This is an optimization exercise on Yosys and OpenROAD, whose aim is small area, a short achievable clock period and few clock cycles, not a production implementation.
No run shown here included a check of the RTL's function; only the layout flow was run.
No activity file was given, so power comes from the tool's default toggle rates.

[flow/config.mk]
export PLATFORM = sky130hd
export DESIGN_NAME = riscv_core
export DESIGN_NICKNAME = riscv_core
export VERILOG_FILES = /design/flow/design.v
export SDC_FILE = /design/flow/constraint.sdc
export NUM_CORES = 4
export LEC_CHECK = 0
export ABC_CLOCK_PERIOD_IN_PS = 6000
export CAP_MARGIN = 20
export CORE_MARGIN = 2
export CORE_UTILIZATION = 40
export SETUP_SLACK_MARGIN = 4
export SLEW_MARGIN = 20
[flow/design.v]
package riscv_pkg;
  localparam int addr_width = 16;
  localparam int xlen = 32;
  localparam logic [addr_width-1:0] start_pc = 16'h4000;
  localparam logic [6:0] op_lui     = 7'b0110111;
  localparam logic [6:0] op_auipc   = 7'b0010111;
  localparam logic [6:0] op_jal     = 7'b1101111;
  localparam logic [6:0] op_jalr    = 7'b1100111;
  localparam logic [6:0] op_branch  = 7'b1100011;
  localparam logic [6:0] op_load    = 7'b0000011;
  localparam logic [6:0] op_store   = 7'b0100011;
  localparam logic [6:0] op_alu_imm = 7'b0010011;
  localparam logic [6:0] op_alu_reg = 7'b0110011;
  localparam logic [6:0] op_system  = 7'b1110011;
endpackage
`timescale 1ns/1ps
module alu
(
  input  logic [2:0]  funct3,
  input  logic        sub,           
  input  logic        arith,         
  input  logic [31:0] operand_a,
  input  logic [31:0] operand_b,
  output logic [31:0] result,
  output logic [31:0] sum
);
  logic [32:0] wide;
  logic        lt_signed;
  logic        lt_unsigned;
  logic [4:0]  shamt;
  logic        left;
  logic [31:0] sh_in;
  logic [32:0] sh_wide;
  logic [31:0] sh_out;
  logic [31:0] sh_res;
  assign wide = {1'b0, operand_a} + {1'b0, sub ? ~operand_b : operand_b} + {32'd0, sub};
  assign sum = wide[31:0];
  assign lt_unsigned = ~wide[32];
  assign lt_signed = (operand_a[31] ^ operand_b[31]) ? operand_a[31] : wide[31];
  assign shamt = operand_b[4:0];
  assign left = (funct3 == 3'b001);
  always_comb
    for (int i = 0; i < 32; i++)
      sh_in[i] = left ? operand_a[31 - i] : operand_a[i];
  assign sh_wide = $signed({arith & operand_a[31], sh_in}) >>> shamt;
  always_comb
    for (int i = 0; i < 32; i++)
      sh_out[i] = left ? sh_wide[31 - i] : sh_wide[i];
  assign sh_res = sh_out;
  always_comb
  begin
    case (funct3)
      3'b000: result = sum;
      3'b001: result = sh_res;
      3'b010: result = {31'd0, lt_signed};
      3'b011: result = {31'd0, lt_unsigned};
      3'b100: result = operand_a ^ operand_b;
      3'b101: result = sh_res;
      3'b110: result = operand_a | operand_b;
      default: result = operand_a & operand_b;
    endcase
  end
endmodule
`timescale 1ns/1ps
module register_file
(
  input  logic        raw_clk,
  input  logic [4:0]  rs1_addr,
  input  logic [4:0]  rs2_addr,
  output logic [31:0] rs1_data,
  output logic [31:0] rs2_data,
  input  logic        rd_we,
  input  logic [4:0]  rd_addr,
  input  logic [31:0] rd_wdata
);
  logic [31:0] regs [1:31];
  assign rs1_data = (rs1_addr == 5'd0) ? 32'h0000_0000 : regs[rs1_addr];
  assign rs2_data = (rs2_addr == 5'd0) ? 32'h0000_0000 : regs[rs2_addr];
  always_ff @(posedge raw_clk)
  begin
    if (rd_we && rd_addr != 5'd0)
      regs[rd_addr] <= rd_wdata;
  end
endmodule
`timescale 1ns/1ps
module load_store_unit
(
  input  logic [2:0]  st_funct3,
  input  logic [1:0]  st_ea_low,
  input  logic [31:0] store_data,
  output logic [31:0] wdata,
  output logic [3:0]  byte_en,
  input  logic [2:0]  ld_funct3,
  input  logic [1:0]  ld_ea_low,
  input  logic [31:0] rdata,
  output logic [31:0] load_value
);
  logic [7:0]  load_byte;
  logic [15:0] load_half;
  logic        unsigned_load;
  always_comb
  begin
    case (st_funct3[1:0])
      2'b00:
      begin
        wdata = {4{store_data[7:0]}};
        byte_en = 4'b0001 << st_ea_low;
      end
      2'b01:
      begin
        wdata = {2{store_data[15:0]}};
        byte_en = st_ea_low[1] ? 4'b1100 : 4'b0011;
      end
      default:
      begin
        wdata = store_data;
        byte_en = 4'b1111;
      end
    endcase
  end
  assign unsigned_load = ld_funct3[2];
  assign load_byte = rdata[8*ld_ea_low +: 8];
  assign load_half = ld_ea_low[1] ? rdata[31:16] : rdata[15:0];
  always_comb
  begin
    case (ld_funct3[1:0])
      2'b00: load_value = {{24{load_byte[7] & ~unsigned_load}}, load_byte};
      2'b01: load_value = {{16{load_half[15] & ~unsigned_load}}, load_half};
      default: load_value = rdata;
    endcase
  end
endmodule
`timescale 1ns/1ps
module core_control
(
  input  logic                 raw_clk,
  input  logic                 button_reset,
  input  logic                 button_halt,
  input  logic [31:0]          mem_rdata,
  output logic [15:0]          mem_addr,
  output logic [31:0]          mem_wdata,
  output logic [3:0]           mem_byte_en,
  output logic                 mem_enable,
  output logic                 mem_write,
  output logic [2:0]           st_funct3,
  output logic [1:0]           st_ea_low,
  input  logic [31:0]          store_wdata,
  input  logic [3:0]           store_byte_en,
  output logic [2:0]           ld_funct3,
  output logic [1:0]           ld_ea_low,
  input  logic [31:0]          load_value,
  output logic [4:0]           rs1_addr,
  output logic [4:0]           rs2_addr,
  input  logic [31:0]          rs1_data,
  input  logic [31:0]          rs2_data,
  output logic                 rd_we,
  output logic [4:0]           rd_addr,
  output logic [31:0]          rd_wdata,
  output logic [2:0]           alu_funct3,
  output logic                 alu_sub,
  output logic                 alu_arith,
  output logic [31:0]          operand_a,
  output logic [31:0]          operand_b,
  input  logic [31:0]          alu_result,
  input  logic [31:0]          alu_sum,
  output logic                 halted,
  output logic                 error
);
  logic [15:0] req_addr;
  logic        req_en;
  logic        req_we;
  logic [31:0] req_wdata;
  logic [3:0]  req_be;
  logic        req_fetch;       
  logic        req_load;
  logic [4:0]  req_rd;
  logic [2:0]  req_f3;
  logic [15:0] resp_addr;
  logic        resp_fetch;
  logic        resp_load;
  logic [4:0]  resp_rd;
  logic [2:0]  resp_f3;
  logic [15:0] last_fetch;      
  logic [15:0] seq_addr;
  logic [31:0] ir;
  logic [15:0] ir_pc;
  logic        ir_valid;
  logic        stopped;
  assign seq_addr    = last_fetch + 16'd4;
  assign mem_addr    = req_addr;
  assign mem_enable  = req_en;
  assign mem_write   = req_we;
  assign mem_wdata   = req_wdata;
  assign mem_byte_en = req_be;
  logic [6:0]  opcode;
  logic [2:0]  funct3;
  logic [4:0]  rd;
  logic        is_lui, is_auipc, is_jal, is_jalr, is_branch;
  logic        is_load, is_store, is_alui, is_alur, is_system, is_unknown;
  logic [31:0] i_imm, s_imm, b_imm, u_imm, j_imm;
  assign opcode = ir[6:0];
  assign funct3 = ir[14:12];
  assign rd     = ir[11:7];
  assign is_lui    = (opcode == riscv_pkg::op_lui);
  assign is_auipc  = (opcode == riscv_pkg::op_auipc);
  assign is_jal    = (opcode == riscv_pkg::op_jal);
  assign is_jalr   = (opcode == riscv_pkg::op_jalr);
  assign is_branch = (opcode == riscv_pkg::op_branch);
  assign is_load   = (opcode == riscv_pkg::op_load);
  assign is_store  = (opcode == riscv_pkg::op_store);
  assign is_alui   = (opcode == riscv_pkg::op_alu_imm);
  assign is_alur   = (opcode == riscv_pkg::op_alu_reg);
  assign is_system = (opcode == riscv_pkg::op_system);
  assign is_unknown = !(is_lui || is_auipc || is_jal || is_jalr || is_branch || is_load ||
                        is_store || is_alui || is_alur || is_system);
  assign i_imm = {{20{ir[31]}}, ir[31:20]};
  assign s_imm = {{20{ir[31]}}, ir[31:25], ir[11:7]};
  assign b_imm = {{19{ir[31]}}, ir[31], ir[7], ir[30:25], ir[11:8], 1'b0};
  assign u_imm = {ir[31:12], 12'h000};
  assign j_imm = {{11{ir[31]}}, ir[31], ir[19:12], ir[20], ir[30:21], 1'b0};
  assign rs1_addr = ir[19:15];
  assign rs2_addr = ir[24:20];
  logic uses_rs1;
  logic uses_rs2;
  logic writes_rd;
  assign uses_rs1  = !(is_lui || is_auipc || is_jal);
  assign uses_rs2  = is_branch || is_store || is_alur;
  assign writes_rd = is_lui || is_auipc || is_jal || is_jalr || is_load || is_alui || is_alur;
  logic hazard;
  logic ld_wb;
  logic ex;
  logic redirect;
  logic memop;
  logic drop;
  logic halt_btn;
  logic stop_now;
  assign hazard = req_load && (req_rd != 5'd0) &&
                  ((uses_rs1 && rs1_addr == req_rd) || (uses_rs2 && rs2_addr == req_rd) ||
                   (writes_rd && rd == req_rd));
  assign ld_wb  = resp_load;
  assign ex     = ir_valid && !hazard && !ld_wb && !stopped;
  assign redirect = ex && (is_jal || is_jalr || (is_branch && branch_taken));
  assign memop    = ex && (is_load || is_store);
  assign drop     = resp_fetch && ir_valid && !ex;
  assign halt_btn = !button_halt && !error;
  assign stop_now = halt_btn || (ex && (is_system || is_unknown)) || stopped;
  logic branch_taken;
  logic cmp_eq;
  logic cmp_ltu;
  logic cmp_lt;
  assign cmp_eq  = (rs1_data == rs2_data);
  assign cmp_ltu = (rs1_data < rs2_data);
  assign cmp_lt  = (rs1_data[31] ^ rs2_data[31]) ? rs1_data[31] : cmp_ltu;
  assign branch_taken = (funct3[2] ? (funct3[1] ? cmp_ltu : cmp_lt) : cmp_eq) ^ funct3[0];
  assign alu_funct3 = funct3;
  assign alu_sub    = is_branch || ((is_alur || is_alui) && funct3[2:1] == 2'b01) ||
                      (is_alur && funct3 == 3'b000 && ir[30]);
  assign alu_arith  = ir[30];
  assign operand_a  = rs1_data;
  assign operand_b  = (is_alur || is_branch) ? rs2_data : is_store ? s_imm : i_imm;
  logic [15:0] pc_target;
  logic [15:0] jump_target;
  logic [15:0] link;
  logic [31:0] aux_value;
  assign pc_target   = ir_pc + (is_jal ? j_imm[15:0] : b_imm[15:0]);
  assign jump_target = is_jalr ? {alu_sum[15:2], 2'b00} : pc_target;
  assign link        = ir_pc + 16'd4;
  assign aux_value   = is_lui   ? u_imm :
                       is_auipc ? ({16'h0000, ir_pc} + u_imm) :
                                  {16'h0000, link};
  assign rd_we    = ld_wb || (ex && writes_rd);
  assign rd_addr  = ld_wb ? resp_rd : rd;
  assign rd_wdata = ld_wb ? load_value : ((is_alur || is_alui) ? alu_result : aux_value);
  assign ld_funct3 = resp_f3;
  assign ld_ea_low = resp_addr[1:0];
  assign st_funct3 = funct3;
  assign st_ea_low = alu_sum[1:0];
  assign halted = stopped && !error;
  always_ff @(posedge raw_clk)
  begin
    req_wdata <= store_wdata;
    req_be    <= store_byte_en;
    req_rd    <= rd;
    req_f3    <= funct3;
    resp_addr <= req_addr;
    resp_rd   <= req_rd;
    resp_f3   <= req_f3;
    if (!ir_valid || ex)
    begin
      ir    <= mem_rdata;
      ir_pc <= resp_addr;
    end
    if (!button_reset)
    begin
      req_addr   <= riscv_pkg::start_pc;
      req_en     <= 1'b1;
      req_we     <= 1'b0;
      req_fetch  <= 1'b1;
      req_load   <= 1'b0;
      last_fetch <= riscv_pkg::start_pc;
      resp_fetch <= 1'b0;
      resp_load  <= 1'b0;
      ir_valid   <= 1'b0;
      stopped    <= 1'b0;
      error      <= 1'b0;
    end
    else
    begin
      resp_fetch <= req_fetch && !redirect && !drop;
      resp_load  <= req_load;
      if (!ir_valid || ex)
        ir_valid <= resp_fetch && !redirect;
      if (stop_now)
      begin
        req_en    <= 1'b0;
        req_we    <= 1'b0;
        req_fetch <= 1'b0;
        req_load  <= 1'b0;
        stopped   <= 1'b1;
        if (!halt_btn && !stopped && ex && is_unknown)
          error <= 1'b1;
      end
      else if (memop)
      begin
        req_addr  <= alu_sum[15:0];
        req_en    <= 1'b1;
        req_we    <= is_store;
        req_fetch <= 1'b0;
        req_load  <= is_load;
      end
      else
      begin
        req_en    <= 1'b1;
        req_we    <= 1'b0;
        req_fetch <= 1'b1;
        req_load  <= 1'b0;
        if (redirect)
        begin
          req_addr   <= jump_target;
          last_fetch <= jump_target;
        end
        else if (drop)
        begin
          req_addr   <= resp_addr;
          last_fetch <= resp_addr;
        end
        else
        begin
          req_addr   <= seq_addr;
          last_fetch <= seq_addr;
        end
      end
    end
  end
endmodule
`timescale 1ns/1ps
module riscv_core
(
  input  logic                raw_clk,
  input  logic                button_reset,
  input  logic                button_halt,
  output logic [15:0]         mem_addr,
  output logic [31:0]         mem_wdata,
  output logic [3:0]          mem_byte_en,
  output logic                mem_enable,
  output logic                mem_write,
  input  logic [31:0]         mem_rdata,
  output logic                halted,
  output logic                error
);
  logic [2:0]  st_funct3;
  logic [1:0]  st_ea_low;
  logic [31:0] store_wdata;
  logic [3:0]  store_byte_en;
  logic [2:0]  ld_funct3;
  logic [1:0]  ld_ea_low;
  logic [31:0] load_value;
  logic [4:0]  rs1_addr;
  logic [4:0]  rs2_addr;
  logic [31:0] rs1_data;
  logic [31:0] rs2_data;
  logic        rd_we;
  logic [4:0]  rd_addr;
  logic [31:0] rd_wdata;
  logic [2:0]  alu_funct3;
  logic        alu_sub;
  logic        alu_arith;
  logic [31:0] operand_a;
  logic [31:0] operand_b;
  logic [31:0] alu_result;
  logic [31:0] alu_sum;
  core_control i_control
  (
    .raw_clk       (raw_clk),
    .button_reset  (button_reset),
    .button_halt   (button_halt),
    .mem_rdata     (mem_rdata),
    .mem_addr      (mem_addr),
    .mem_wdata     (mem_wdata),
    .mem_byte_en   (mem_byte_en),
    .mem_enable    (mem_enable),
    .mem_write     (mem_write),
    .st_funct3     (st_funct3),
    .st_ea_low     (st_ea_low),
    .store_wdata   (store_wdata),
    .store_byte_en (store_byte_en),
    .ld_funct3     (ld_funct3),
    .ld_ea_low     (ld_ea_low),
    .load_value    (load_value),
    .rs1_addr      (rs1_addr),
    .rs2_addr      (rs2_addr),
    .rs1_data      (rs1_data),
    .rs2_data      (rs2_data),
    .rd_we         (rd_we),
    .rd_addr       (rd_addr),
    .rd_wdata      (rd_wdata),
    .alu_funct3    (alu_funct3),
    .alu_sub       (alu_sub),
    .alu_arith     (alu_arith),
    .operand_a     (operand_a),
    .operand_b     (operand_b),
    .alu_result    (alu_result),
    .alu_sum       (alu_sum),
    .halted        (halted),
    .error         (error)
  );
  register_file i_register_file
  (
    .raw_clk  (raw_clk),
    .rs1_addr (rs1_addr),
    .rs2_addr (rs2_addr),
    .rs1_data (rs1_data),
    .rs2_data (rs2_data),
    .rd_we    (rd_we),
    .rd_addr  (rd_addr),
    .rd_wdata (rd_wdata)
  );
  alu i_alu
  (
    .funct3       (alu_funct3),
    .sub          (alu_sub),
    .arith        (alu_arith),
    .operand_a    (operand_a),
    .operand_b    (operand_b),
    .result       (alu_result),
    .sum          (alu_sum)
  );
  load_store_unit i_load_store_unit
  (
    .st_funct3  (st_funct3),
    .st_ea_low  (st_ea_low),
    .store_data (rs2_data),
    .wdata      (store_wdata),
    .byte_en    (store_byte_en),
    .ld_funct3  (ld_funct3),
    .ld_ea_low  (ld_ea_low),
    .rdata      (mem_rdata),
    .load_value (load_value)
  );
endmodule
[flow/run.sh]
#!/bin/bash
# synth_recipe.tcl (not shown) runs the flow's synth.tcl, then flattens the netlist and writes it again
# the make line also repeats each setting of config.mk as NAME=value (left out here)
make -C /OpenROAD-flow-scripts/flow DESIGN_CONFIG=/design/flow/config.mk WORK_HOME=/design/flow/orfs CLKGATE_MAP_FILE= SYNTH_SCRIPT=/design/flow/synth_recipe.tcl finish
[flow/constraint.sdc]
create_clock -name core_clock -period 12.0 [get_ports {raw_clk}]
set_input_delay 2.4000 -clock core_clock [delete_from_list [all_inputs] [get_ports {raw_clk}]]
set_output_delay 2.4000 -clock core_clock [all_outputs]
set_load 0.01 [all_outputs]
==> results.tsv, run 1 <==
metric	value	unit
outcome	no timing/DRC/antenna violations	
yosysTopAreaCell	edfxtp_1	
ys.flop_type	edfxtp_1	
synth_cell_types	107	
synth_cells	4615	
p_leak	24.25	nW
cp.required	12.47	ns
nets	4847	
fp.dieArea	0.1630	mm^2
slew_headroom	13.16	%
grt_setup_unrepaired	false	
ys_ff_latch	1159	
hold_depth	0	
yosys_warnings	4	
antenna_found_initial	6	
syn_nets	4799	
min_to	i_control.resp_f3[0]	
final_cell_area	0.07118	mm^2
final_cell_mix	edfxtp_1, mux4_2, a21oi_1, nand2_1, nor2_1	
fin_worst_skew	0.05734	ns
drc	0	
grt_pass1_wl	332300	um
ios	91	
hold_buffers	0	
start_util	40.31	%
wire_per_inst	35.09	um
synth_seq_area_share	52.59	%
p_per_area	158.5	mW/mm^2
place_congestion	1.036	
r2r_slack	4.28	ns
io_buffers	90	
hold_viol_final	0	
slew_viol_final	0	
drive_gt1_share	20.02	%
cts_sinks	1159	
synth_area_leaders	edfxtp_1, mux4_2, mux2i_1	
crit_fanout	42	
critPathMaxStageDelay	0.73	ns
place_area	0.06703	mm^2
die_w	403.7	um
routed_via_density	6.569	
synth_edf_count	1040	
vias	44894	
slowest_stage	mux2i_1	
ctsRootBufferMaster	clkbuf_16	
max-vdd-ir-drop	0.1256	mV
layout_commonest_cell	edfxtp_1	
cp-end-kind	register	
avgSynthCellArea	13.85	um^2
rows	146	
netlist.area_leader.share	48.86	%
wirelength	239800	um
critical_path_class	register to register	
drtIter0Drc	5725	
hold_class	register to register	
die_h	403.7	um
clk_latency	0.77	ns
min_period	7.721	ns
worst-slew-pin-transition	1.295	ns
grt_overflow	0	
startpoint_type	register	
fmax	129.5	MHz
grt.total_usage	28.77	%
r2r_cells	19	
fin_crit_sh	64.35	%
first_global_vias	43039	
syn_area	0.06392	mm^2
cts_tree	done	
critPathBufInv	3	
maxCapViolations	0	
worstPathCellList	buf_8 -> mux4_2 -> mux4_2 -> mux2i_1 -> nor2_1 -> inv_1 -> o21ai_0 -> xnor2_1 -> ha_1 -> or3_1 -> o32ai_1 -> a2111oi_1 -> a211oi_1 -> o31ai_2 -> a311o_1 -> xor2_1 -> a221oi_4 -> a221oi_4 -> buf_12	
post-dp-hpwl	151700	um
min_from	i_control.req_f3[0]	
coreArea	0.1586	mm^2
cts_buffers	117	
cp_num_cells	19	
grt_start_max_net_pins	117	
cts_buffer_depth	3	
htree_levels	3	
cp_top_family	compound AO/OA/AOI/OAI gates	
clkTransAtPathRegs	0.07	ns
worstPathArrival	8.20	ns
areaGrowthSynthToFinish	11.37	%
r2r_end	i_register_file.regs[16][28]	
finalSetupTns	0	ns
drt-pass1-iter-count	6	
async_flop_share	0	%
setup_viol	0	
postRouteAntennaNets	0	
[state kept, by name, summed over array words and instances, names as in the netlist, 3 cells and up, named ones only]
| name | cells |
|---|---|
| i_control.req_rd | 5 |
| i_control.last_fetch | 16 |
| i_control.resp_rd | 5 |
| i_control.req_wdata | 32 |
| i_control.req_f3 | 3 |
| i_register_file.regs | 992 |
| i_control.req_addr | 16 |
| i_control.resp_f3 | 3 |
| i_control.ir | 32 |
| i_control.ir_pc | 16 |
| i_control.resp_addr | 16 |
| i_control.req_be | 4 |
[power by group]
group	total, mW	internal (mW)	switching [mW]
Sequential	4.59	4.50	0.0898
Clock	3.65	2.06	1.60
Combinational	3.04	1.08	1.96
[per-stage QoR]
stage | total power, mW | hold slack (ns) | instances | worst slack [ns] | utilization, %
CTS | 11.23 | 0.3298 | 6828 | 4.002 | 44.79
detailed placement | 7.586 | 0.3150 | 6606 | 3.306 | 42.27
finish | 11.28 | 0.3299 | 6834 | 4.279 | 44.89
global placement | 7.590 | 0.3103 | 6606 | 3.388 | 42.27
floorplan | 6.508 | 0.3096 | 4615 | 4.511 | -
global route | 11.63 | 0.3376 | 6833 | 4.080 | 44.89
[per-layer routing]
layer	track usage, %	vias up	part of all wire (%)
li1	-	18515	-
met1	39.01	23103	39
met2	43.30	2708	44
met3	7.129	560	11
met4	13.91	8	5.7
met5	0	-	0.021
[final cells by class]
type / count / area (um^2)
clock buffers: 162 / 3307
well taps: 2072 / 2592
flip-flops and latches: 1159 / 33640
inverters: 135 / 509.2
diodes: 1 / 2.502
repair buffers: 255 / 2380
clock inverters: 55 / 514.2
fillers: 14020 / 87380
multi-input cells: 2995 / 28240
[how the worst max path moves through the flow]
stage	endpoint	slack, ns
floorplan	i_register_file.regs[10][28]	4.51
global placement	i_control.last_fetch[7]	3.39
detailed placement	i_register_file.regs[28][28]	3.31
CTS	i_register_file.regs[8][28]	4.00
global route	i_register_file.regs[3][12]	4.08
finish	i_register_file.regs[16][28]	4.28
[cells in the mapped netlist, types with 25 or more instances]
library cell / instances
edfxtp_1: 1040
mux4_2: 417
nor2_1: 304
a21oi_1: 280
nand2_1: 273
mux2i_1: 269
o21ai_0: 209
ha_1: 146
clkbuf_1: 141
inv_1: 129
dfxtp_1: 119
o22ai_1: 95
xnor2_1: 85
a22oi_1: 68
nand3_1: 65
mux2_2: 64
buf_2: 61
a211oi_1: 52
a21o_1: 42
nor3_1: 40
xor2_1: 38
mux4_1: 35
nor2b_1: 34
o211ai_1: 33
a211o_1: 31
buf_4: 31
and3_1: 30
a221oi_1: 29
buf_6: 28
clkbuf_8: 26
and2_1: 25
nand4_1: 25
[logic make-up after synthesis]
logic type | count (synthesis) | share of synthesized area (%)
xor gates and xnor gates | 123 | 1.685
muxes | 790 | 21.63
adders and majority gates | 150 | 2.968
buffers and inverters | 462 | 4.115
and+or+nand+nor | 883 | 6.331
AOI/OAI and AO/OA | 1048 | 10.68
DFF | 1159 | 52.59
[what timing repair did]
action	CTS	global route
gates cloned	2	1
buffers inserted	3	2
resized for setup	17	20
hold endpoints to repair	0	0
setup endpoints to repair	189	280
pin swaps	2	0
==> run 2, diff against run 1 <==
--- a/flow/config.mk
+++ b/flow/config.mk
@@ -5,9 +5,7 @@
 export SDC_FILE = /design/flow/constraint.sdc
 export NUM_CORES = 4
 export LEC_CHECK = 0
-export ABC_CLOCK_PERIOD_IN_PS = 6000
 export CAP_MARGIN = 20
 export CORE_MARGIN = 2
 export CORE_UTILIZATION = 40
-export SETUP_SLACK_MARGIN = 4
 export SLEW_MARGIN = 20
==> run 2 against run 1 <==
  * Still clean
  * Critical path depth is 1 lower
  * Total power shrank 0.33%
  * Clock power barely moved
  * Sequential share of layout area rose by 0.19 points
  * Hold slack hardly changed
  * Via count hardly changed
  * Final cell count fell by 0.10%
  * Maximum frequency decreased by 13%
  * Combinational power about the same
  * Routed wire length down 0.82%
  * Critical path type unchanged
  * Critical endpoint is now i_control.req_addr[2]
==> results.tsv, run 2 <==
metric	value	unit
outcome	no timing/DRC/antenna violations	
synth_edf_count	1040	
avgSynthCellArea	13.85	um^2
place_congestion	1.036	
netlist_top_cells_count	edfxtp_1, mux4_2, nor2_1	
slew_headroom	12.41	%
ys.flop_type	edfxtp_1	
syn_nets	4799	
startpoint_type	register	
clkTransAtPathRegs	0.06	ns
pre_cts_slack	3.306	ns
min_period	8.843	ns
worst-slew-pin-transition	1.306	ns
largest_reg_flops	992	
worstPathArrival	9.46	ns
finalPower	11.25	mW
cts_tree	done	
synth_seq_area_share	52.59	%
fin_crit_sh	73.69	%
fin_worst_skew	0.06246	ns
io_buffers	90	
wirelength	237800	um
synth_cell_types	107	
maxCapViolations	0	
largest-register	i_register_file.regs	
cts_buffer_depth	3	
fmax	113.1	MHz
crit_end	i_control.req_addr[2]	
cp.required	12.62	ns
cts_sinks	1159	
ys_ff_latch	1159	
hold_class	register to register	
post-route-util	44.71	%
rows	146	
clk_latency	0.77	ns
drc	0	
grt.total_usage	28.63	%
drive_gt1_share	19.73	%
cts_setup_buffers	0	
htree_levels	3	
final_cell_mix	edfxtp_1, mux4_2, a21oi_1, nor2_1, nand2_1	
routed_via_density	6.580	
yosysMostFrequentCell	edfxtp_1	
setup_slack	3.157	ns
critical_path_class	register to register	
ctsResizeCount	0	
die_h	403.7	um
yosys_warnings	4	
postRouteAntennaNets	0	
ios	91	
async_flop_share	0	%
grt_pass1_wl	330900	um
hold_viol_final	0	
num-fill-cells	14049	
wire_per_inst	34.83	um
first_global_vias	42908	
nets	4839	
slew_viol_final	0	
drtIter0Drc	5499	
post-dp-hpwl	151700	um
crit_fanout	38	
antenna_found_initial	6	
hold_buffers	0	
r2r_end	i_control.req_addr[2]	
p_leak	24.14	nW
r2r_cells	18	
grt_start_max_net_pins	117	
yosysTopAreaCell	edfxtp_1	
grt_overflow	0	
vias	44922	
cts_buffers	117	
syn_area	0.06392	mm^2
layout_commonest_cell	edfxtp_1	
netlist.area_leader.share	48.86	%
top_regs	i_register_file.regs x992, i_control.ir x32, i_control.req_wdata x32	
coreArea	0.1586	mm^2
max-vdd-ir-drop	0.1250	mV
synth_cells	4615	
r2r_slack	3.16	ns
p_per_area	158.6	mW/mm^2
hold_slack	0.3298	ns
finalSetupTns	0	ns
drt-pass1-iter-count	6	
grt_setup_unrepaired	false	
synth_area_leaders	edfxtp_1, mux4_2, mux2i_1	
fp.dieArea	0.1630	mm^2
start_util	40.31	%
areaGrowthSynthToFinish	10.92	%
cp-end-kind	register	
ctsRootBufferMaster	clkbuf_16	
setup_viol	0	
die_w	403.7	um
run 2: cell counts after synthesis:
Identical to the previous run, type by type.
run 2: worst max-delay path, stage by stage (launching register included):
cell	delay (ns)
dfxtp_4	0.71
buf_4	0.53
buf_4	0.73
buf_4	0.79
mux4_2	0.37
o22ai_1	0.10
nor2_1	0.59
nand2_1	0.22
nor2_1	0.96
ha_1	0.28
nand4_1	0.14
nor4_1	0.62
nand3_1	0.37
o41ai_1	0.44
o21ai_1	0.30
or4_4	0.58
o211ai_4	0.35
mux2_2	0.42
o21ai_0	0.15
run 2: routing by layer:
metal  track usage [%]  vias to the layer above  share of wire, %
met5                 0                        -             0.011
met1             38.74                    23125                39
li1                  -                    18513                 -
met3             7.106                      542                11
met4             13.67                        4               5.5
met2             43.27                     2738                45
run 2: layout make-up:
class / instances / area, um^2 / share of cell area (%)
Antenna cell: 2 / 5.005 / 0.007060
Inverter: 135 / 509.2 / 0.7183
Tap cell: 2072 / 2592 / 3.657
Clock buffer: 162 / 3307 / 4.665
Sequential cell: 1159 / 33640 / 47.45
Timing Repair Buffer: 248 / 2153 / 3.037
Multi-Input combinational cell: 2994 / 28180 / 39.74
Clock inverter: 55 / 514.2 / 0.7254
run 2: logic make-up (layout without fill, tap and decap cells):
group | count (synthesis) | in the layout | share of synthesized area, %
compound gates | 1048 | 1048 | 10.68
xor+xnor | 123 | 123 | 1.685
fa+ha+maj | 150 | 150 | 2.968
buf+inv | 462 | 600 | 4.115
flops | 1159 | 1159 | 52.59
mux | 790 | 790 | 21.63
other cells | 0 | 2 | 0
simple gates | 883 | 883 | 6.331
run 2: stage by stage:
step	cells	area, um^2
5_1_grt	6825	70890
6_report	6827	70890
4_1_cts	6823	70850
3_3_place_gp	6606	67030
3_5_place_dp	6606	67030
2_1_floorplan	4615	63920
run 2: how the worst min path moves through the flow:
stage / from / to / depth (start not counted)
floorplan: i_control.req_f3[0] / i_control.resp_f3[0] / 0
CTS: i_control.req_f3[0] / i_control.resp_f3[0] / 0
finish: i_control.req_f3[0] / i_control.resp_f3[0] / 0
detailed placement: i_control.req_f3[0] / i_control.resp_f3[0] / 0
global placement: i_control.req_f3[0] / i_control.resp_f3[0] / 0
global route: i_control.req_f3[2] / i_control.resp_f3[2] / 0
run 2: power breakdown:
part           total, mW  internal (mW)  switching (mW)
Combinational       3.01           1.06            1.94
Sequential          4.59           4.50          0.0937
Clock               3.65           2.06            1.59
Total               11.2           7.62            3.63
==> run 3, diff against run 2 <==
--- a/flow/design.v
+++ b/flow/design.v
@@ -65,8 +65,8 @@
 module register_file
 (
   input  logic        raw_clk,
-  input  logic [4:0]  rs1_addr,
-  input  logic [4:0]  rs2_addr,
+  input  logic [31:1] rs1_sel,
+  input  logic [31:1] rs2_sel,
   output logic [31:0] rs1_data,
   output logic [31:0] rs2_data,
   input  logic        rd_we,
@@ -74,8 +74,16 @@
   input  logic [31:0] rd_wdata
 );
   logic [31:0] regs [1:31];
-  assign rs1_data = (rs1_addr == 5'd0) ? 32'h0000_0000 : regs[rs1_addr];
-  assign rs2_data = (rs2_addr == 5'd0) ? 32'h0000_0000 : regs[rs2_addr];
+  always_comb
+  begin
+    rs1_data = 32'h0000_0000;
+    rs2_data = 32'h0000_0000;
+    for (int i = 1; i < 32; i++)
+    begin
+      rs1_data = rs1_data | ({32{rs1_sel[i]}} & regs[i]);
+      rs2_data = rs2_data | ({32{rs2_sel[i]}} & regs[i]);
+    end
+  end
   always_ff @(posedge raw_clk)
   begin
     if (rd_we && rd_addr != 5'd0)
@@ -149,8 +157,8 @@
   output logic [2:0]           ld_funct3,
   output logic [1:0]           ld_ea_low,
   input  logic [31:0]          load_value,
-  output logic [4:0]           rs1_addr,
-  output logic [4:0]           rs2_addr,
+  output logic [31:1]          rs1_sel,
+  output logic [31:1]          rs2_sel,
   input  logic [31:0]          rs1_data,
   input  logic [31:0]          rs2_data,
   output logic                 rd_we,
@@ -185,6 +193,8 @@
   logic [31:0] ir;
   logic [15:0] ir_pc;
   logic        ir_valid;
+  logic [4:0]  rs1_addr;
+  logic [4:0]  rs2_addr;
   logic        stopped;
   assign seq_addr    = last_fetch + 16'd4;
   assign mem_addr    = req_addr;
@@ -289,6 +299,11 @@
     begin
       ir    <= mem_rdata;
       ir_pc <= resp_addr;
+      for (int i = 1; i < 32; i++)
+      begin
+        rs1_sel[i] <= (mem_rdata[19:15] == 5'(i));
+        rs2_sel[i] <= (mem_rdata[24:20] == 5'(i));
+      end
     end
     if (!button_reset)
     begin
@@ -375,8 +390,8 @@
   logic [2:0]  ld_funct3;
   logic [1:0]  ld_ea_low;
   logic [31:0] load_value;
-  logic [4:0]  rs1_addr;
-  logic [4:0]  rs2_addr;
+  logic [31:1] rs1_sel;
+  logic [31:1] rs2_sel;
   logic [31:0] rs1_data;
   logic [31:0] rs2_data;
   logic        rd_we;
@@ -407,8 +422,8 @@
     .ld_funct3     (ld_funct3),
     .ld_ea_low     (ld_ea_low),
     .load_value    (load_value),
-    .rs1_addr      (rs1_addr),
-    .rs2_addr      (rs2_addr),
+    .rs1_sel       (rs1_sel),
+    .rs2_sel       (rs2_sel),
     .rs1_data      (rs1_data),
     .rs2_data      (rs2_data),
     .rd_we         (rd_we),
@@ -427,8 +442,8 @@
   register_file i_register_file
   (
     .raw_clk  (raw_clk),
-    .rs1_addr (rs1_addr),
-    .rs2_addr (rs2_addr),
+    .rs1_sel  (rs1_sel),
+    .rs2_sel  (rs2_sel),
     .rs1_data (rs1_data),
     .rs2_data (rs2_data),
     .rd_we    (rd_we),
--- a/flow/config.mk
+++ b/flow/config.mk
@@ -5,7 +5,9 @@
 export SDC_FILE = /design/flow/constraint.sdc
 export NUM_CORES = 4
 export LEC_CHECK = 0
+export ABC_CLOCK_PERIOD_IN_PS = 4500
 export CAP_MARGIN = 20
 export CORE_MARGIN = 2
 export CORE_UTILIZATION = 40
+export SETUP_SLACK_MARGIN = 5
 export SLEW_MARGIN = 20
==> run 3 against run 2 <==
  * Routed wire length up 27%
  * Clock-buffer cell count down 10
  * Non-clock buffer count up 57
  * Utilization up 1.3 points
  * Maximum frequency up 29%
  * Still clean
  * Final cell count up 1.5%
  * Flip-flop and latch count up 52
  * Critical path type unchanged
  * Global-route usage up 10 points
  * Total power down 1.2%
  * Clock skew up 0.030 ns
  * Sequential share of layout area up 5.2 points
==> results.tsv, run 3 <==
metric	value	unit
hold_depth	0	
hold_class	register to register	
slew_headroom	17.99	%
cp.required	12.45	ns
fin_crit_sh	57.27	%
min_period	6.872	ns
ios	91	
async_flop_share	0	%
r2r-start	i_control.rs2_sel[7]	
hold_buffers	0	
die_w	386.8	um
netlist.area_leader.share	56.45	%
cts_tree	done	
yosysMostFrequentCell	edfxtp_1	
syn_area	0.05862	mm^2
synth_edf_count	1102	
p_leak	22.98	nW
synth_cell_types	95	
grt_start_max_net_pins	59	
num-fill-cells	12968	
wirelength	302100	um
coreArea	0.1456	mm^2
cts_buffer_depth	3	
grt_overflow	0	
nets	5068	
top_regs	i_register_file.regs x992, i_control.ir x32, i_control.req_wdata x32	
areaGrowthSynthToFinish	14.34	%
netlist_top_cells_count	edfxtp_1, a22oi_1, nor2_1	
htree_levels	3	
setup_viol	0	
ys.flop_type	edfxtp_1	
grt.total_usage	38.90	%
postRouteAntennaNets	0	
rows	140	
worstPathArrival	7.32	ns
drc	0	
yosys_warnings	4	
grt_setup_unrepaired	false	
cts_sinks	1211	
fp.dieArea	0.1496	mm^2
drtIter0Drc	11946	
die_h	386.8	um
crit_end	i_register_file.regs[4][19]	
stdcell_count	6928	
outcome	no timing/DRC/antenna violations	
routed_via_density	7.557	
start_util	40.27	%
syn_nets	4960	
crit_start	i_control.rs2_sel[7]	
cp-end-kind	register	
synth_cells	4775	
yosysTopAreaCell	edfxtp_1	
startpoint_type	register	
worst-slew-pin-transition	1.211	ns
final_cell_mix	edfxtp_1, a22oi_1, nor2_1, a21oi_1, nand2_1	
cts_buffers	119	
ys_ff_latch	1211	
antenna_found_initial	16	
r2r_slack	5.13	ns
synth_seq_area_share	60.18	%
hold_viol_final	0	
p_per_area	165.9	mW/mm^2
clk_latency	0.83	ns
r2r_end	i_register_file.regs[4][19]	
drt-pass1-iter-count	13	
largest-register	i_register_file.regs	
avgSynthCellArea	12.28	um^2
synth_area_leaders	edfxtp_1, a22oi_1, dfxtp_1	
clkTransAtPathRegs	0.06	ns
drive_gt1_share	10.81	%
crit_fanout	31	
io_buffers	90	
max-vdd-ir-drop	0.1440	mV
maxCapViolations	0	
ctsRootBufferMaster	clkbuf_16	
post-dp-hpwl	177000	um
critical_path_class	register to register	
place_congestion	1.046	
fin_worst_skew	0.09221	ns
wire_per_inst	43.61	um
fmax	145.5	MHz
vias	52356	
grt_pass1_wl	403500	um
first_global_vias	48168	
r2r_cells	13	
layout_commonest_cell	edfxtp_1	
finalSetupTns	0	ns
largest_reg_flops	992	
slew_viol_final	0	
finalPower	11.12	mW
dpl.cell_count	6662	
[run 3: cell count changes in the layout (fill, tap and decap cells not counted), sizes merged, moves of 57 or more]
cell,change
buf,+57
a22o,+90
o22ai,-89
mux2i,-170
o21ai,-91
edfxtp,+62
mux4,-451
a22oi,+640
nand3,+123
a222oi,+62
a221oi,+91
nand4,+108
[run 3: timing repair]
item,CTS,global route
buffers inserted,0,13
gates resized for setup,3,6
endpoints found under the hold margin,0,0
setup endpoints to repair,75,310
pin swaps,0,2
gates cloned,1,0
[run 3: critical path: stages (launching register included)]
cell      delay [ns]
edfxtp_1        0.88
buf_4           0.69
a22oi_1         0.19
nand3_1         0.12
nor2_1          0.15
a31oi_2         0.30
buf_4           0.39
clkinv_1        0.19
buf_4           0.27
nor2_1          0.72
nor2_1          0.16
a21oi_1         0.68
o221ai_1        0.65
a41oi_4         1.06
[run 3: worst min path at each step]
stage,startpoint,endpoint,slack [ns]
after floorplan,i_control.req_f3[0],i_control.resp_f3[0],0.31
after global placement,i_control.req_f3[2],i_control.resp_f3[2],0.31
after detailed placement,i_control.req_f3[1],i_control.resp_f3[1],0.31
after CTS,i_control.req_f3[1],i_control.resp_f3[1],0.33
after global routing,i_control.req_f3[1],i_control.resp_f3[1],0.34
final,i_control.req_f3[1],i_control.resp_f3[1],0.33
[run 3: kinds of logic (layout without fill, tap and decap cells)]
kind of cell	Yosys count	count (layout)	share of synthesized area, %
flip-flops	1211	1211	60.18
other	0	24	0
XOR/XNOR	129	129	1.927
AND/OR/NAND/NOR	1064	1064	8.839
buffers and inverters	445	656	2.965
adder cells (fa/ha/maj)	150	150	3.240
multiplexers	124	124	2.211
AO/OA/AOI/OAI	1652	1653	20.64
[run 3: stage by stage]
step	util [%]	worst slack, ns	hold slack [ns]	area, um^2
floorplan	-	5.630	0.3096	58620
global placement	43.04	4.946	0.3118	62650
detailed placement	43.06	4.911	0.3136	62670
CTS	45.85	4.992	0.3270	66740
global route	46.00	5.033	0.3403	66960
finish	46.04	5.128	0.3295	67020
[run 3: layout make-up]
| class | instances | area (um^2) | share of cell area [%] |
|---|---|---|---|
| Multi-Input combinational cell | 3120 | 22180 | 33.09 |
| Antenna cell | 24 | 60.06 | 0.08961 |
| Clock inverter | 73 | 845.8 | 1.262 |
| Inverter | 126 | 480.5 | 0.7169 |
| Sequential cell | 1211 | 35280 | 52.63 |
| Timing Repair Buffer | 305 | 2587 | 3.861 |
| Tap cell | 1917 | 2399 | 3.579 |
| Clock buffer | 152 | 3196 | 4.768 |
[run 3: power breakdown]
group	switching (mW)	total [mW]	leakage (nW)	internal, mW
clock	1.72	3.91	1.97	2.19
combinational	1.73	2.41	10.0	0.673
sequential	0.0850	4.80	11.0	4.71
[run 3: routing by layer]
| layer | wire, um | vias up | global-route usage [%] |
|---|---|---|---|
| li1 | - | 19557 | - |
| met1 | 100600 | 25169 | 46.94 |
| met2 | 119900 | 5845 | 54.58 |
| met3 | 51770 | 1773 | 18.13 |
| met4 | 29690 | 12 | 27.47 |
| met5 | 169 | - | 0.4785 |
==> run 4, diff against run 3 <==
--- a/flow/config.mk
+++ b/flow/config.mk
@@ -5,9 +5,7 @@
 export SDC_FILE = /design/flow/constraint.sdc
 export NUM_CORES = 4
 export LEC_CHECK = 0
-export ABC_CLOCK_PERIOD_IN_PS = 4500
 export CAP_MARGIN = 20
 export CORE_MARGIN = 2
 export CORE_UTILIZATION = 40
-export SETUP_SLACK_MARGIN = 5
 export SLEW_MARGIN = 20
==> run 4 against run 3 <==
  * Critical endpoint is now i_register_file.regs[6][28]
  * Clock-buffer cell count is the same
  * Routed wire length shrank 0.40%
  * Combinational power is essentially flat
  * Sequential share of layout area grew 0.15 points
  * Flip-flop and latch count is the same
  * Via count shrank 0.32%
  * Synthesized cell count is the same
  * Worst setup slack lost 0.70 ns
  * Die area is the same
  * Clock power is essentially flat
  * Largest cell class unchanged
  * Total power shrank 0.16%
  * Critical path depth grew 8
==> results.tsv, run 4 <==
metric	value	unit
nets	5055	
antenna_found_initial	17	
ys.flop_type	edfxtp_1	
cts_sinks	1211	
coreArea	0.1456	mm^2
die_h	386.8	um
grt_setup_unrepaired	false	
areaGrowthSynthToFinish	14.00	%
ios	91	
largest_reg_flops	992	
yosysMostFrequentCell	edfxtp_1	
hold_class	register to register	
r2r_slack	4.42	ns
outcome	no timing/DRC/antenna violations	
ctsRootBufferMaster	clkbuf_16	
fmax	132.0	MHz
layout_commonest_cell	edfxtp_1	
htree_levels	3	
hold_viol_final	0	
min_period	7.576	ns
slowest_stage	a2111oi_0	
cts_buffer_depth	3	
ys_ff_latch	1211	
cts_buffers	119	
p_per_area	166.1	mW/mm^2
worst-slew-pin-transition	1.246	ns
fp.dieArea	0.1496	mm^2
syn_nets	4960	
critical_path_class	register to register	
start_util	40.27	%
final_cell_area	0.06683	mm^2
ctsResizeCount	0	
yosys_warnings	4	
grt_pass1_wl	402900	um
drt-pass1-iter-count	11	
wirelength	300900	um
setup_viol	0	
wire_per_inst	43.58	um
slew_headroom	16.05	%
cp.required	12.39	ns
drc	0	
top_regs	i_register_file.regs x992, i_control.ir x32, i_control.req_wdata x32	
synth_cell_types	95	
worstPathCellList	buf_4 -> a22o_1 -> a221oi_1 -> nand3_1 -> or4_1 -> inv_1 -> a21oi_1 -> xor2_1 -> ha_1 -> nor2_1 -> a2111oi_0 -> o2111ai_1 -> nand3_1 -> a211oi_1 -> o21bai_1 -> a21o_1 -> a221oi_1 -> o21ba_2 -> xor2_1 -> nor2_1 -> o21a_1	
p_leak	22.90	nW
yosysTopAreaCell	edfxtp_1	
die_w	386.8	um
synth_edf_count	1102	
netlist_top_cells_count	edfxtp_1, a22oi_1, nor2_1	
cp-end-kind	register	
grt.total_usage	38.82	%
place_congestion	1.046	
syn_area	0.05862	mm^2
drtIter0Drc	11817	
maxCapViolations	0	
place_area	0.06267	mm^2
vias	52191	
first_global_vias	48261	
netlist.area_leader.share	56.45	%
rows	140	
routed_via_density	7.560	
synth_seq_area_share	60.18	%
cts_tree	done	
postRouteAntennaNets	0	
drive_gt1_share	10.47	%
cp_top_family	compound AO/OA/AOI/OAI gates	
synth_area_leaders	edfxtp_1, a22oi_1, dfxtp_1	
finalSetupTns	0	ns
worstPathArrival	7.97	ns
critPathBufInv	2	
cts_setup_buffers	0	
clk_latency	0.82	ns
post-dp-hpwl	177000	um
hold_buffers	0	
crit_fanout	31	
final_cell_mix	edfxtp_1, a22oi_1, nor2_1, a21oi_1, nand2_1	
startpoint_type	register	
fin_worst_skew	0.09283	ns
largest-register	i_register_file.regs	
clkTransAtPathRegs	0.06	ns
max-vdd-ir-drop	0.1412	mV
async_flop_share	0	%
io_buffers	90	
fin_crit_sh	63.14	%
slew_viol_final	0	
synth_cells	4775	
avgSynthCellArea	12.28	um^2
critPathMaxStageDelay	0.91	ns
grt_overflow	0	
grt_start_max_net_pins	59	
[run 4: cell types whose count changed in the layout (fill, tap and decap cells not counted), moves of 2 or more]
cell / before / now
a2111oi_0: 2 / 4
diode_2: 24 / 13
buf_4: 204 / 196
buf_6: 4 / 2
buf_12: 5 / 1
[run 4: path summary, 6_finish.rpt]
kind / cells after the start / endpoint / startpoint
hold reg to reg: 0 / i_control.resp_f3[1] / i_control.req_f3[1]
setup reg to reg: 21 / i_register_file.regs[6][28] / i_control.rs2_sel[27]
hold / removal: 0 / i_control.resp_f3[1] / i_control.req_f3[1]
setup / recovery: 21 / i_register_file.regs[6][28] / i_control.rs2_sel[27]
[run 4: per-stage QoR]
step / instances / hold WS [ns] / worst slack [ns] / utilization [%] / total power [mW]
2_1_floorplan: 4775 / 0.3096 / 5.630 / - / 6.042
3_3_place_gp: 6660 / 0.3118 / 4.946 / 43.04 / 7.074
3_5_place_dp: 6662 / 0.3136 / 4.911 / 43.06 / 7.071
4_1_cts: 6887 / 0.3270 / 4.818 / 45.83 / 10.90
5_1_grt: 6891 / 0.3403 / 4.448 / 45.89 / 11.25
6_report: 6904 / 0.3285 / 4.424 / 45.91 / 11.10
[run 4: kinds of logic after synthesis]
group,count (synthesis),share of synthesized area (%)
adder cells (fa/ha/maj),150,3.240
XOR/XNOR,129,1.927
AND/OR/NAND/NOR,1064,8.839
multiplexers,124,2.211
AO/OA/AOI/OAI,1652,20.64
buffers and inverters,445,2.965
flip-flops,1211,60.18
[run 4: layout make-up]
| type | count | area, um^2 |
|---|---|---|
| fillers | 12974 | 78740 |
| flip-flops and latches | 1211 | 35280 |
| multi-input cells | 3119 | 22130 |
| clock buffers | 152 | 3196 |
| repair buffers | 293 | 2467 |
| well taps | 1917 | 2399 |
| clock inverters | 73 | 845.8 |
| inverters | 126 | 480.5 |
| diodes | 13 | 32.53 |
[run 4: where the power goes]
group          internal (mW)  leakage, nW  total, mW  switching [mW]
logic                  0.665         9.93       2.38            1.71
registers               4.71         11.0       4.81          0.0943
clock network           2.19         1.97       3.91            1.72
total                   7.57         22.9       11.1            3.53
[run 4: routing by layer]
metal | part of all wire (%) | vias to the layer above | track usage [%]
li1 | - | 19500 | -
met1 | 33 | 25098 | 46.58
met2 | 40 | 5791 | 54.62
met3 | 17 | 1784 | 18.33
met4 | 9.6 | 18 | 27.32
met5 | 0.084 | - | 0.4785
==> run 5, diff against run 4 <==
--- a/flow/design.v
+++ b/flow/design.v
@@ -193,6 +193,7 @@
   logic [31:0] ir;
   logic [15:0] ir_pc;
   logic        ir_valid;
+  logic        ir_pt;           
   logic [4:0]  rs1_addr;
   logic [4:0]  rs2_addr;
   logic        stopped;
@@ -249,9 +250,33 @@
                    (writes_rd && rd == req_rd));
   assign ld_wb  = resp_load;
   assign ex     = ir_valid && !hazard && !ld_wb && !stopped;
-  assign redirect = ex && (is_jal || is_jalr || (is_branch && branch_taken));
+  logic pt_taken;
+  logic pt_fall;
+  logic squash_rdata;
+  logic squash_inflight;
+  assign redirect = ex && !ir_pt && (is_jal || is_jalr || (is_branch && branch_taken));
+  assign pt_taken = ex && ir_pt && is_branch && branch_taken;
+  assign pt_fall  = ex && ir_pt && is_branch && !branch_taken;
   assign memop    = ex && (is_load || is_store);
   assign drop     = resp_fetch && ir_valid && !ex;
+  logic [31:0] d_word;
+  logic        d_take;
+  logic        d_is_jal;
+  logic        d_is_bb;
+  logic [15:0] d_offset;
+  logic [15:0] d_target;
+  logic        pred;
+  assign d_word   = mem_rdata;
+  assign d_take   = resp_fetch && (!ir_valid || ex) && !squash_rdata;
+  assign d_is_jal = (d_word[6:0] == riscv_pkg::op_jal);
+  assign d_is_bb  = (d_word[6:0] == riscv_pkg::op_branch) && d_word[31];
+  assign d_offset = d_is_jal ? {d_word[15:12], d_word[20], d_word[30:21], 1'b0}
+                             : {{4{d_word[31]}}, d_word[7], d_word[30:25], d_word[11:8], 1'b0};
+  assign d_target = resp_addr + d_offset;
+  assign pred     = d_take && !memop && !redirect && !pt_fall &&
+                    (d_is_jal || (d_is_bb && req_fetch));
+  assign squash_rdata    = redirect || pt_taken;
+  assign squash_inflight = redirect || pt_fall || drop || (pred && d_is_jal);
   assign halt_btn = !button_halt && !error;
   assign stop_now = halt_btn || (ex && (is_system || is_unknown)) || stopped;
   logic branch_taken;
@@ -299,6 +324,7 @@
     begin
       ir    <= mem_rdata;
       ir_pc <= resp_addr;
+      ir_pt <= pred;
       for (int i = 1; i < 32; i++)
       begin
         rs1_sel[i] <= (mem_rdata[19:15] == 5'(i));
@@ -321,10 +347,12 @@
     end
     else
     begin
-      resp_fetch <= req_fetch && !redirect && !drop;
+      resp_fetch <= req_fetch && !squash_inflight;
       resp_load  <= req_load;
       if (!ir_valid || ex)
-        ir_valid <= resp_fetch && !redirect;
+        ir_valid <= resp_fetch && !squash_rdata;
+      else if (drop)
+        ir_pt <= 1'b0;
       if (stop_now)
       begin
         req_en    <= 1'b0;
@@ -354,6 +382,16 @@
           req_addr   <= jump_target;
           last_fetch <= jump_target;
         end
+        else if (pt_fall)
+        begin
+          req_addr   <= link + 16'd4;
+          last_fetch <= link + 16'd4;
+        end
+        else if (pred)
+        begin
+          req_addr   <= d_target;
+          last_fetch <= d_target;
+        end
         else if (drop)
         begin
           req_addr   <= resp_addr;
--- a/flow/config.mk
+++ b/flow/config.mk
@@ -8,4 +8,5 @@
 export CAP_MARGIN = 20
 export CORE_MARGIN = 2
 export CORE_UTILIZATION = 40
+export SETUP_SLACK_MARGIN = 5
 export SLEW_MARGIN = 20
==> run 5 against run 4 <==
  * Still clean
  * First-iteration DRC count shrank 5.2%
  * Clock power grew 2%
  * Synthesized cell count grew 5.2%
  * Cell area grew 2.8%
  * Non-clock buffer count shrank 3
  * Flip-flop and latch count grew 1
  * Routed wire length grew 2.1%
  * Global-route usage shrank 0.095 points
  * Combinational power shrank 2%
  * Die area grew 2.7%
  * Highest routed layer unchanged
==> results.tsv, run 5 <==
metric	value	unit
largest_reg_flops	992	
die_w	392.1	um
fp.dieArea	0.1537	mm^2
hold_viol_final	0	
drtIter0Drc	11203	
fmax	139.1	MHz
hold_class	register to register	
setup_viol	0	
async_flop_share	0	%
grt_overflow	0	
nets	5308	
worstPathArrival	7.71	ns
crit_fanout	31	
cp-end-kind	register	
cts_buffers	132	
fin_crit_sh	59.89	%
yosysTopAreaCell	edfxtp_1	
routed_via_density	7.516	
largest-register	i_register_file.regs	
cts_tree	done	
vias	54423	
postRouteAntennaNets	0	
wire_per_inst	42.44	um
synth_edf_count	1102	
final_cell_mix	edfxtp_1, a22oi_1, nor2_1, a21oi_1, nand2_1	
grt_pass1_wl	409200	um
die_h	392.1	um
yosys_warnings	4	
netlist.area_leader.share	54.94	%
layout_commonest_cell	edfxtp_1	
p_leak	23.57	nW
top_regs	i_register_file.regs x992, i_control.ir x32, i_control.req_wdata x32	
p_per_area	162.3	mW/mm^2
maxCapViolations	0	
htree_levels	4	
grt.total_usage	38.72	%
antenna_found_initial	12	
syn_nets	5224	
avgSynthCellArea	11.99	um^2
ctsRootBufferMaster	clkbuf_16	
drive_gt1_share	9.916	%
io_buffers	90	
first_global_vias	50318	
dpl.cell_count	6983	
min_to	i_control.resp_f3[1]	
fin_worst_skew	0.07858	ns
place_congestion	1.084	
synth_cells	5023	
synth_cell_types	91	
worstPathCellList	buf_4 -> a22o_1 -> a221oi_1 -> nand3_1 -> or4_1 -> inv_1 -> a21oi_1 -> xor2_1 -> ha_1 -> a41oi_1 -> a31oi_1 -> buf_4 -> a21o_1 -> a21o_1 -> a31oi_1 -> xnor2_1 -> nand2_1 -> o211ai_1 -> o31a_2	
drc	0	
grt_setup_unrepaired	false	
cp.required	12.52	ns
r2r_cells	19	
min_from	i_control.req_f3[1]	
worst-slew-pin-transition	1.205	ns
areaGrowthSynthToFinish	14.08	%
grt_start_max_net_pins	64	
finalSetupTns	0	ns
synth_seq_area_share	58.59	%
rows	142	
hold_depth	0	
r2r_end	i_register_file.regs[12][12]	
ys_ff_latch	1212	
clkTransAtPathRegs	0.06	ns
slowest_stage	xnor2_1	
yosysMostFrequentCell	edfxtp_1	
cts_sinks	1212	
wirelength	307300	um
stdcell_count	7241	
critical_path_class	register to register	
start_util	40.26	%
ys.flop_type	edfxtp_1	
startpoint_type	register	
coreArea	0.1496	mm^2
critPathMaxStageDelay	0.91	ns
synth_area_leaders	edfxtp_1, a22oi_1, dfxtp_1	
slew_viol_final	0	
cts_buffer_depth	3	
netlist_top_cells_count	edfxtp_1, a22oi_1, nor2_1	
outcome	no timing/DRC/antenna violations	
ios	91	
post-dp-hpwl	185800	um
slew_headroom	19.02	%
drt-pass1-iter-count	12	
r2r-start	i_control.rs2_sel[21]	
syn_area	0.06024	mm^2
max-vdd-ir-drop	0.1672	mV
clk_latency	0.84	ns
min_period	7.187	ns
r2r_slack	4.81	ns
[run 5: cell count changes after synthesis, moves of 19 or more]
cell      change
nor2_1       +28
a21oi_1      +24
a221oi_1     +41
a22o_1       +32
xnor2_1      +23
a22oi_1      -84
o21ai_0      +30
nor3_1       +19
[run 5: worst max-delay path: cells and delay by family, from the launching register on]
family                   cells  cell delay, ns
adder cells (fa/ha/maj)      1            0.41
AO/OA/AOI/OAI               10            2.40
flip-flops                   1            0.75
XOR/XNOR                     2            1.12
AND/OR/NAND/NOR              3            0.97
buffers and inverters        3            1.21
[run 5: how the worst max path moves through the flow]
stage,start,endpoint,cells after the start
detailed placement,i_control.rs2_sel[29],i_register_file.regs[17][28],24
finish,i_control.rs2_sel[21],i_register_file.regs[12][12],19
floorplan,i_control.ir[2],i_register_file.regs[10][26],23
global placement,i_control.rs2_sel[29],i_register_file.regs[17][28],24
global route,i_control.rs2_sel[21],i_register_file.regs[6][0],20
CTS,i_control.rs2_sel[24],i_register_file.regs[27][30],22
[run 5: final cells by class]
type,instances,area (um^2)
antenna,11,27.53
clock buffer,166,3461
clock inverter,75,772.0
fill,13634,80880
inverter,141,531.8
multi-input combinational,3330,23690
sequential,1212,35300
tap,2016,2522
timing repair buffer,290,2420
[run 5: report_power, final]
group | internal, mW | total (mW) | switching, mW
Combinational | 0.659 | 2.33 | 1.67
Sequential | 4.70 | 4.82 | 0.119
Clock | 2.16 | 4.00 | 1.84
Total | 7.52 | 11.2 | 3.63
[run 5: what timing repair did]
action	4_1_cts	5_1_grt
setup endpoints to repair	186	236
hold endpoints to repair	0	0
hold buffers	0	0
buffers inserted	2	2
resized for setup	5	8
pin swaps	0	2
cloned	0	1
[run 5: per-stage QoR]
| step | hold slack (ns) | util (%) | cell area [um^2] | setup WS, ns | total power, mW |
|---|---|---|---|---|---|
| 3_5_place_dp | 0.3168 | 42.99 | 64310 | 4.146 | 7.025 |
| 3_3_place_gp | 0.3158 | 42.96 | 64270 | 4.172 | 7.016 |
| 2_1_floorplan | 0.3096 | - | 60240 | 5.936 | 6.035 |
| 5_1_grt | 0.3290 | 45.92 | 68690 | 5.001 | 11.32 |
| 6_report | 0.3282 | 45.93 | 68720 | 4.813 | 11.15 |
| 4_1_cts | 0.3289 | 45.84 | 68570 | 5.034 | 10.95 |
[run 5: cell families (layout without fill, tap and decap cells)]
group,count (synthesis),in the layout,synth area share [%]
other cells,0,11,0
buf+inv,482,672,3.099
flops,1212,1212,58.59
fa+ha+maj,166,166,3.498
simple gates,1159,1159,9.574
mux,118,118,2.034
xor+xnor,145,145,2.108
compound gates,1741,1742,21.09
[run 5: metal layers]
metal / GRT usage, % / routed length [um] / up-vias
met1: 45.79 / 101800 / 26120
met3: 18.06 / 52510 / 1873
met5: 0 / 80 / -
li1: - / - / 20483
met4: 28.47 / 30430 / 6
met2: 54.82 / 122400 / 5941
==> run 6, diff against run 5 <==
--- a/flow/design.v
+++ b/flow/design.v
@@ -67,6 +67,8 @@
   input  logic        raw_clk,
   input  logic [31:1] rs1_sel,
   input  logic [31:1] rs2_sel,
+  input  logic        rs1_byp,
+  input  logic        rs2_byp,
   output logic [31:0] rs1_data,
   output logic [31:0] rs2_data,
   input  logic        rd_we,
@@ -76,8 +78,8 @@
   logic [31:0] regs [1:31];
   always_comb
   begin
-    rs1_data = 32'h0000_0000;
-    rs2_data = 32'h0000_0000;
+    rs1_data = {32{rs1_byp}} & rd_wdata;
+    rs2_data = {32{rs2_byp}} & rd_wdata;
     for (int i = 1; i < 32; i++)
     begin
       rs1_data = rs1_data | ({32{rs1_sel[i]}} & regs[i]);
@@ -159,6 +161,8 @@
   input  logic [31:0]          load_value,
   output logic [31:1]          rs1_sel,
   output logic [31:1]          rs2_sel,
+  output logic                 rs1_byp,
+  output logic                 rs2_byp,
   input  logic [31:0]          rs1_data,
   input  logic [31:0]          rs2_data,
   output logic                 rd_we,
@@ -303,9 +307,28 @@
   assign aux_value   = is_lui   ? u_imm :
                        is_auipc ? ({16'h0000, ir_pc} + u_imm) :
                                   {16'h0000, link};
-  assign rd_we    = ld_wb || (ex && writes_rd);
-  assign rd_addr  = ld_wb ? resp_rd : rd;
-  assign rd_wdata = ld_wb ? load_value : ((is_alur || is_alui) ? alu_result : aux_value);
+  logic        w_we;
+  logic [4:0]  w_rd;
+  logic [31:0] w_data;
+  logic        wb_we;
+  logic [4:0]  wb_rd;
+  logic [31:0] wb_data;
+  assign w_we   = ld_wb || (ex && writes_rd);
+  assign w_rd   = ld_wb ? resp_rd : rd;
+  assign w_data = ld_wb ? load_value : ((is_alur || is_alui) ? alu_result : aux_value);
+  assign rd_we    = wb_we;
+  assign rd_addr  = wb_rd;
+  assign rd_wdata = wb_data;
+  logic       take;
+  logic [4:0] rs1_next;
+  logic [4:0] rs2_next;
+  logic       byp1_next;
+  logic       byp2_next;
+  assign take      = !ir_valid || ex;
+  assign rs1_next  = take ? mem_rdata[19:15] : rs1_addr;
+  assign rs2_next  = take ? mem_rdata[24:20] : rs2_addr;
+  assign byp1_next = w_we && (w_rd == rs1_next) && (rs1_next != 5'd0);
+  assign byp2_next = w_we && (w_rd == rs2_next) && (rs2_next != 5'd0);
   assign ld_funct3 = resp_f3;
   assign ld_ea_low = resp_addr[1:0];
   assign st_funct3 = funct3;
@@ -325,12 +348,16 @@
       ir    <= mem_rdata;
       ir_pc <= resp_addr;
       ir_pt <= pred;
-      for (int i = 1; i < 32; i++)
-      begin
-        rs1_sel[i] <= (mem_rdata[19:15] == 5'(i));
-        rs2_sel[i] <= (mem_rdata[24:20] == 5'(i));
-      end
     end
+    for (int i = 1; i < 32; i++)
+    begin
+      rs1_sel[i] <= (rs1_next == 5'(i)) && !byp1_next;
+      rs2_sel[i] <= (rs2_next == 5'(i)) && !byp2_next;
+    end
+    rs1_byp <= byp1_next;
+    rs2_byp <= byp2_next;
+    wb_rd   <= w_rd;
+    wb_data <= w_data;
     if (!button_reset)
     begin
       req_addr   <= riscv_pkg::start_pc;
@@ -342,6 +369,7 @@
       resp_fetch <= 1'b0;
       resp_load  <= 1'b0;
       ir_valid   <= 1'b0;
+      wb_we      <= 1'b0;
       stopped    <= 1'b0;
       error      <= 1'b0;
     end
@@ -349,6 +377,7 @@
     begin
       resp_fetch <= req_fetch && !squash_inflight;
       resp_load  <= req_load;
+      wb_we      <= w_we;
       if (!ir_valid || ex)
         ir_valid <= resp_fetch && !squash_rdata;
       else if (drop)
@@ -430,6 +459,8 @@
   logic [31:0] load_value;
   logic [31:1] rs1_sel;
   logic [31:1] rs2_sel;
+  logic        rs1_byp;
+  logic        rs2_byp;
   logic [31:0] rs1_data;
   logic [31:0] rs2_data;
   logic        rd_we;
@@ -462,6 +493,8 @@
     .load_value    (load_value),
     .rs1_sel       (rs1_sel),
     .rs2_sel       (rs2_sel),
+    .rs1_byp       (rs1_byp),
+    .rs2_byp       (rs2_byp),
     .rs1_data      (rs1_data),
     .rs2_data      (rs2_data),
     .rd_we         (rd_we),
@@ -482,6 +515,8 @@
     .raw_clk  (raw_clk),
     .rs1_sel  (rs1_sel),
     .rs2_sel  (rs2_sel),
+    .rs1_byp  (rs1_byp),
+    .rs2_byp  (rs2_byp),
     .rs1_data (rs1_data),
     .rs2_data (rs2_data),
     .rd_we    (rd_we),
==> run 6 against run 5 <==
  * Via count rose by 1.4%
  * Clock skew fell by 0.023 ns
  * Still clean
  * Cell area rose by 1.7%
  * Sequential share of layout area fell by 0.50 points
  * Utilization rose by 0.14 points
  * Largest power group unchanged
  * Hold slack got worse by 0.0032 ns
  * Critical path type unchanged
  * Critical endpoint is now i_control.req_addr[15]
  * Clock-buffer cell count rose by 8
  * Routed wire length rose by 4.2%
  * Flip-flop and latch count rose by 40
  * Critical path depth fell by 1
  * Combinational power rose by 13%
==> results.tsv, run 6 <==
metric	value	unit
outcome	no timing/DRC/antenna violations	
clk_latency	0.81	ns
slew_viol_final	0	
syn_nets	5358	
wire_per_inst	43.22	um
drt-pass1-iter-count	17	
postRouteAntennaNets	0	
coreArea	0.1517	mm^2
vias	55210	
netlist.area_leader.share	51.15	%
largest-register	i_register_file.regs	
drc	0	
drive_gt1_share	11.99	%
worst-slew-pin-transition	1.184	ns
fp.dieArea	0.1558	mm^2
nets	5459	
grt_start_max_net_pins	72	
die_w	394.7	um
p_leak	24.03	nW
drtIter0Drc	12176	
hold_viol_final	0	
p_int	8.018	mW
grt_setup_unrepaired	false	
synth_area_leaders	edfxtp_1, a22oi_1, dfxtp_1	
hold_slack	0.3250	ns
yosysTopAreaCell	edfxtp_1	
htree_levels	4	
finalSetupTns	0	ns
fmax	144.8	MHz
p_per_area	169.9	mW/mm^2
p_comb_share	22.2	%
slew_headroom	18.81	%
regArea	0.03556	mm^2
antenna_found_initial	13	
synth_cells	5156	
ios	91	
layout_commonest_cell	edfxtp_1	
yosysMostFrequentCell	edfxtp_1	
fin_worst_skew	0.05582	ns
grt.total_usage	39.90	%
ys.flop_type	edfxtp_1	
post-dp-hpwl	194300	um
final_cell_mix	edfxtp_1, a22oi_1, a21oi_1, nor2_1, nand2_1	
first_global_vias	51096	
grt_overflow	0	
fin_crit_sh	57.53	%
synth_edf_count	1040	
cts_sinks	1252	
wirelength	320200	um
cts_buffer_depth	3	
setup_viol	0	
grt_pass1_wl	431700	um
netlist_top_cells_count	edfxtp_1, a22oi_1, nor2_1	
maxCapViolations	0	
ys_ff_latch	1252	
cp.required	12.65	ns
largest_reg_flops	992	
synth_cell_types	106	
cp-end-kind	register	
synth_seq_area_share	58.10	%
min_period	6.904	ns
die_h	394.7	um
rows	143	
num-fill-cells	13835	
place_congestion	1.081	
yosys_warnings	4	
avgSynthCellArea	11.84	um^2
cts_buffers	134	
switching_share	32.48	%
start_util	40.24	%
crit_fanout	25	
async_flop_share	0	%
syn_area	0.06106	mm^2
max-vdd-ir-drop	0.1447	mV
areaGrowthSynthToFinish	14.49	%
critical_path_class	register to register	
hold_buffers	0	
worstPathArrival	7.55	ns
pwr-share-seq	42.0	%
clockPowerShare	35.8	%
dpl.cell_count	7148	
routed_via_density	7.451	
clkTransAtPathRegs	0.06	ns
cts_tree	done	
post-route-util	46.07	%
startpoint_type	register	
hold_class	register to register	
switchingPower	3.856	mW
stdcell_count	7410	
io_buffers	90	
multi_input_area	0.02426	mm^2
ctsRootBufferMaster	clkbuf_16	
==> run 6: cell count changes after synthesis, sizes merged, moves of 34 or more <==
cell / change
nand3: -59
a22oi: +299
nor4: +34
dfxtp: +102
nand4: +88
a22o: -86
edfxtp: -62
a222oi: -63
a221oi: -94
==> run 6: metrics by stage <==
stage | setup slack [ns] | total power [mW] | cell area (um^2)
3_5_place_dp | 4.446 | 7.524 | 65270
2_1_floorplan | 6.236 | 6.313 | 61060
6_report | 5.096 | 11.87 | 69900
3_3_place_gp | 4.156 | 7.533 | 65250
4_1_cts | 5.072 | 11.70 | 69790
5_1_grt | 5.034 | 12.12 | 69880
==> run 6: cell type report <==
type | count | area share (%)
tap | 2030 | 3.633
antenna | 16 | 0.05728
inverter | 135 | 0.7303
multi-input combinational | 3432 | 34.71
clock buffer | 174 | 5.269
sequential | 1252 | 50.87
timing repair buffer | 302 | 3.580
clock inverter | 69 | 1.156
==> run 6: metal layers <==
metal	track usage, %	part of all wire, %
met5	1.478	0.096
met4	28.18	10
met3	19.53	17
met2	55.36	39
met1	47.89	34
==> run 6: repair_timing <==
| item | CTS | global route |
|---|---|---|
| pin swaps | 0 | 1 |
| setup endpoints to repair | 25 | 32 |
| buffers inserted | 0 | 3 |
| cloned | 0 | 0 |
| resized for setup | 6 | 6 |
==> run 6: cells by family after synthesis <==
family / count (synthesis) / synth area share [%]
adders and majority gates: 167 / 3.471
muxes: 135 / 2.463
xor gates and xnor gates: 160 / 2.295
and+or+nand+nor: 1165 / 9.689
buffers and inverters: 472 / 3.029
DFF: 1252 / 58.10
AOI/OAI and AO/OA: 1805 / 20.95
==> run 6: path summary, 6_finish.rpt <==
check	depth (start not counted)	slack (ns)	start	endpoint
hold reg to reg	0	0.32	i_control.req_f3[1]	i_control.resp_f3[1]
hold / removal	0	0.32	i_control.req_f3[1]	i_control.resp_f3[1]
setup reg to reg	18	5.10	i_control.rs2_sel[16]	i_control.req_addr[15]
setup / recovery	18	5.10	i_control.rs2_sel[16]	i_control.req_addr[15]
==> run 6: critical path, stage by stage (launching register included) <==
cell and delay (ns):
dfxtp_2 0.43, buf_4 0.41, a22o_1 0.33, a221oi_1 0.31, nand3_1 0.17, nor4_1 0.97, ha_1 0.41, a21o_1 0.16
a21oi_1 0.13, mux2i_1 0.09, a2111oi_0 0.45, o221a_2 0.29, a211o_1 0.37, a21o_2 0.46, nand3_2 0.46, or2_1 0.59
o31ai_1 0.37, o31a_1 0.21, o21ai_1 0.07
==> run 6: power groups by stage <==
stage / registers, mW / logic (mW) / clock network, mW
after floorplan: 5.02 / 1.29 / 0
after global placement: 5.07 / 2.47 / 0
after detailed placement: 5.07 / 2.45 / 0
after CTS: 4.98 / 2.47 / 4.25
after global routing: 4.99 / 2.71 / 4.42
final: 4.99 / 2.63 / 4.25

[port drivers added, routing unchanged]
In the flow no input, the clock included, has a driving cell. The finished layouts below were timed again as built, in two steps.
Step 1, drivers: a clkbuf_16 drives raw_clk and a buf_2 each remaining input, both assumed.
Step 2 also shifts input and output timing later by t, the mid clock arrival at the registers, as if the neighbouring blocks saw the same clock.
Three values: ideal ports, drivers, drivers and shift; two values: the first two.
| run | shift t [ns] | setup WS [ns] |
|---|---|---|
| run 1 | 0.823 | 4.279 / 4.279 / 4.279 |
| run 2 | 0.820 | 3.157 / 3.157 / 3.157 |
| run 3 | 0.863 | 5.128 / 5.128 / 5.128 |
| run 4 | 0.859 | 4.424 / 4.424 / 4.424 |
| run 5 | 0.885 | 4.813 / 4.813 / 4.471 |
| run 6 | 0.882 | 5.096 / 5.096 / 4.750 |
After both steps setup and hold are still met in every run listed.
